Source: an optimization exercise on an open RTL-to-GDS flow (aim: small area and a short achievable clock period). Production flows keep margins and buffers that such runs may drop.
Only simulation tests tie the RTL to the original design; equivalence was not proved.
Power is estimated from default activity; no workload was simulated.

Setup of cedar:
==> flow/design.v (excerpt) <==
module viterbi_tx_rx (
  input  logic clk,
  input  logic rst,
  input  logic encoder_i,
  input  logic enable_encoder_i,
  input  logic [1:0] chan_err_i,
  output logic decoder_o
);
  localparam int TB_DEPTH = 32;
  localparam int DL_LEN   = 4104 - TB_DEPTH;   
  localparam int PL       = DL_LEN - 1;        
  logic       rst_q, en_q, hold_q, adv_q, u_q;
  logic [1:0] sym_q, enc_s_q, enc_s_d;
  always_ff @(posedge clk) begin
    rst_q  <= rst;
    en_q   <= enable_encoder_i;
    hold_q <= ~enable_encoder_i;
    adv_q  <= enable_encoder_i & ~rst;
    u_q    <= encoder_i;
    sym_q  <= {encoder_i ^ enc_s_d[1] ^ enc_s_d[0], encoder_i ^ enc_s_d[0]} ^ chan_err_i;
  end
  logic [1:0] r_q;
  logic [6:0] cnt_q;      
  logic [5:0] pfx_q;      
  logic       c98_q;      
  logic       wrap;
  assign wrap    = (cnt_q == 7'd99);
  assign enc_s_d = rst_q ? 2'b00 : adv_q ? {u_q, enc_s_q[1]} : enc_s_q;
  always_ff @(posedge clk) enc_s_q <= enc_s_d;
  always_ff @(posedge clk) begin
    if (rst_q) begin
      r_q     <= '0;
      cnt_q   <= '0;
      pfx_q   <= '0;
      c98_q   <= 1'b0;
    end else if (adv_q) begin
      r_q     <= {sym_q[1] ^ c98_q, sym_q[0]};
      cnt_q   <= wrap ? 7'd0 : cnt_q + 7'd1;
      c98_q   <= (cnt_q == 7'd97);
      if (wrap && pfx_q != 6'd42) pfx_q <= pfx_q + 6'd1;
    end
  end
  logic [6-1:0] st_q, st_n;
  logic [3:0]      sel;
  logic [1:0]      best;
  always_comb begin
    st_n = '0;
    sel  = '0;
    case ({st_q, r_q})
      8'd0: begin st_n = 6'd1; sel = 4'b0000; end   
      8'd1: begin st_n = 6'd2; sel = 4'b0010; end   
      8'd2: begin st_n = 6'd2; sel = 4'b1000; end   
      8'd3: begin st_n = 6'd3; sel = 4'b0000; end   
      8'd4: begin st_n = 6'd4; sel = 4'b0000; end   
      8'd5: begin st_n = 6'd5; sel = 4'b0000; end   
      8'd6: begin st_n = 6'd6; sel = 4'b0000; end   
      8'd7: begin st_n = 6'd7; sel = 4'b0000; end   
      8'd8: begin st_n = 6'd8; sel = 4'b0000; end   
      8'd9: begin st_n = 6'd9; sel = 4'b0000; end   
  ...
Settings: LEC_CHECK=0, CAP_MARGIN=20, CORE_MARGIN=2, CORE_UTILIZATION=70, CTS_CLUSTER_DIAMETER=100, CTS_CLUSTER_SIZE=30, SLEW_MARGIN=20; clock period 12.0 ns.
standard.sh (not shown) runs the stock make flow with config.mk's settings and CLKGATE_MAP_FILE= SYNTH_SCRIPT=/design/flow/synth_recipe.tcl, a recipe that flattens the netlist after the stock synthesis.
==> flow/flow/run.sh <==
#!/bin/bash
# The standard layout with these changes:
#  * the port buffers are buf_4 cells;
#  * timing repair aims at 8.6 ns of setup slack, so that it works on the
#    paths that set the achieved period;
#  * before detailed placement, flow/entree.tcl rebuilds the buffer trees of
#    the delay line's registered enable and inverted enable as clustered
#    two-level trees (see that file).
set -euo pipefail
here=$(pwd)
export PRE_DETAIL_PLACE_TCL="$here/flow/entree.tcl"
export ENTREE_NLEAF=132 ENTREE_NMID=8
export ENTREE_LEAF=sky130_fd_sc_hd__buf_6 ENTREE_MID=sky130_fd_sc_hd__buf_12 ENTREE_ROOT=
bash standard.sh \
  "BUFFER_PORTS_ARGS=-buffer_cell sky130_fd_sc_hd__buf_4" \
  SETUP_SLACK_MARGIN=8.6 \
  finish > standard_flow.log 2>&1
Other scripts of this flow, unchanged in this note and not shown: flow/flow/entree.tcl
### cedar -> onyx
-- flow/design.v --
<<< cedar, line 27
  assign wrap    = (cnt_q == 7'd99);
  assign enc_s_d = rst_q ? 2'b00 : adv_q ? {u_q, enc_s_q[1]} : enc_s_q;
  always_ff @(posedge clk) enc_s_q <= enc_s_d;
  always_ff @(posedge clk) begin
    if (rst_q) begin
      r_q     <= '0;
      cnt_q   <= '0;
      pfx_q   <= '0;
      c98_q   <= 1'b0;
    end else if (adv_q) begin
      r_q     <= {sym_q[1] ^ c98_q, sym_q[0]};
      cnt_q   <= wrap ? 7'd0 : cnt_q + 7'd1;
      c98_q   <= (cnt_q == 7'd97);
>>> onyx, line 27
  assign wrap    = (cnt_q == 7'd99);
  assign enc_s_d = rst_q ? 2'b00 : adv_q ? {u_q, enc_s_q[1]} : enc_s_q;
  always_ff @(posedge clk) begin
    enc_s_q <= enc_s_d;
    r_q     <= r_d;
  end
  always_ff @(posedge clk) begin
    if (rst_q) begin
      cnt_q   <= '0;
      pfx_q   <= '0;
      c98_q   <= 1'b0;
    end else if (adv_q) begin
      cnt_q   <= wrap ? 7'd0 : cnt_q + 7'd1;
      c98_q   <= (cnt_q == 7'd97);
<<< cedar, line 41
    end
  end
  logic [6-1:0] st_q, st_n;
  logic [3:0]      sel;
  logic [1:0]      best;
  always_comb begin
    st_n = '0;
    sel  = '0;
    case ({st_q, r_q})
      8'd0: begin st_n = 6'd1; sel = 4'b0000; end   
      8'd1: begin st_n = 6'd2; sel = 4'b0010; end   
>>> onyx, line 42
    end
  end
  logic [6-1:0] st_q, st_d, stn_q, st_n;
  logic [1:0]      r_d;
  logic [3:0]      sel, ld0_q, ld1_q;
  logic [1:0]      best, best_q;
  assign st_d = rst_q ? '0 : adv_q ? stn_q : st_q;
  assign r_d  = rst_q ? '0 : adv_q ? {sym_q[1] ^ c98_q, sym_q[0]} : r_q;
  always_ff @(posedge clk) begin
    st_q   <= st_d;
    stn_q  <= st_n;
    best_q <= best;
    ld0_q  <= ~sel & {4{enable_encoder_i}};
    ld1_q  <= sel & {4{enable_encoder_i}};
  end
  always_comb begin
    st_n = '0;
    sel  = '0;
    case ({st_d, r_d})
      8'd0: begin st_n = 6'd1; sel = 4'b0000; end   
      8'd1: begin st_n = 6'd2; sel = 4'b0010; end   
<<< cedar, line 208
  end
  always_comb begin
    case (st_q)
      6'd0: best = 2'd0;
      6'd1: best = 2'd0;
>>> onyx, line 219
  end
  always_comb begin
    case (st_d)
      6'd0: best = 2'd0;
      6'd1: best = 2'd0;
<<< cedar, line 251
    endcase
  end
  always_ff @(posedge clk) begin
    if (rst_q)      st_q <= '0;
    else if (adv_q) st_q <= st_n;
  end
  logic [3:0][TB_DEPTH-1:0] path;
  logic [3:0][TB_DEPTH-1:2] path_q, path_d;
>>> onyx, line 262
    endcase
  end
  logic [3:0][TB_DEPTH-1:0] path;
  logic [3:0][TB_DEPTH-1:2] path_q, path_d;
<<< cedar, line 260
    localparam int S1 = gi % 2;
    localparam int U  = gi / 2;
    logic [TB_DEPTH-1:0] win;
    assign path[gi]   = {path_q[gi], 1'(S1), 1'(U)};
    assign win        = sel[gi] ? path[2 * S1 + 1] : path[2 * S1];
    assign path_d[gi] = (win[TB_DEPTH-2:1] & {(TB_DEPTH-2){en_q}}) |
                        (path_q[gi] & {(TB_DEPTH-2){hold_q}});
  end
>>> onyx, line 267
    localparam int S1 = gi % 2;
    localparam int U  = gi / 2;
    assign path[gi]   = {path_q[gi], 1'(S1), 1'(U)};
    assign path_d[gi] = (path[2 * S1][TB_DEPTH-2:1] & {(TB_DEPTH-2){ld0_q[gi]}}) |
                        (path[2 * S1 + 1][TB_DEPTH-2:1] & {(TB_DEPTH-2){ld1_q[gi]}}) |
                        (path_q[gi] & {(TB_DEPTH-2){hold_q}});
  end
<<< cedar, line 269
  logic          dec_bit;
  logic [PL-1:0] dl_q, dl_d;
  assign dec_bit = path[best][TB_DEPTH-1];
  assign dl_d    = ({dl_q[PL-2:0], dec_bit} & {PL{en_q}}) | (dl_q & {PL{hold_q}});
  always_ff @(posedge clk) dl_q <= dl_d;
>>> onyx, line 275
  logic          dec_bit;
  logic [PL-1:0] dl_q, dl_d;
  assign dec_bit = path[best_q][TB_DEPTH-1];
  assign dl_d    = ({dl_q[PL-2:0], dec_bit} & {PL{en_q}}) | (dl_q & {PL{hold_q}});
  always_ff @(posedge clk) dl_q <= dl_d;
[summary]
onyx ran to completion and came out clean on the timing, DRC and antenna checks.
From cedar to onyx the numbers moved as follows: register-to-register slack now smaller, worst reg2reg path depth shows an increase of 2, non-clock buffer count now larger, cell-internal power now sits higher.
Going from cedar to onyx, global routing usage on met2 grows by 0.71 points.
Clock period minus worst slack: onyx vs cedar up 0.032 ns
Compared with cedar, in onyx number of logic inverters in the finished layout picked up an extra 580%, power rose about 1.1%, first-pass GRT wire length went down 0.52%, area of the mapped netlist shrank by about 0.6%, post-detailed-placement half-perimeter wirelength lost 0.31%.
The amount of wire on met3 after detailed routing in onyx was higher than what cedar gave.
In onyx, the relative slew slack came out 10 points below the value in cedar.
Sequential cell count delta (onyx -> cedar): insignificant

==> separate check: timing with driven ports <==
In the flow no input, the clock included, has a driving cell. The finished layouts below were timed again as built, in two steps. Step 1, drivers: a clkbuf_16 drives clk and a buf_2 each remaining input, both assumed. Step 2 times the ports against the registers' clock, not the clock port: input delays grow and output delays shrink by t, the midpoint of the rising clock arrivals with the driver on. Three values: ideal, step 1, step 2; two values: the first two.
run	t, ns	setup slack, ns	worst hold slack (ns)	worst data-port slew with drivers (ns)	pins driven straight from the clock port
cedar	0.899	8.332 / 8.248 / 8.850	0.461 / 0.461 / 0.461	0.11	1
onyx	0.903	8.300 / 8.217 / 8.543	0.465 / 0.465 / 0.465	0.06	1
After both steps every run listed still meets setup and hold.
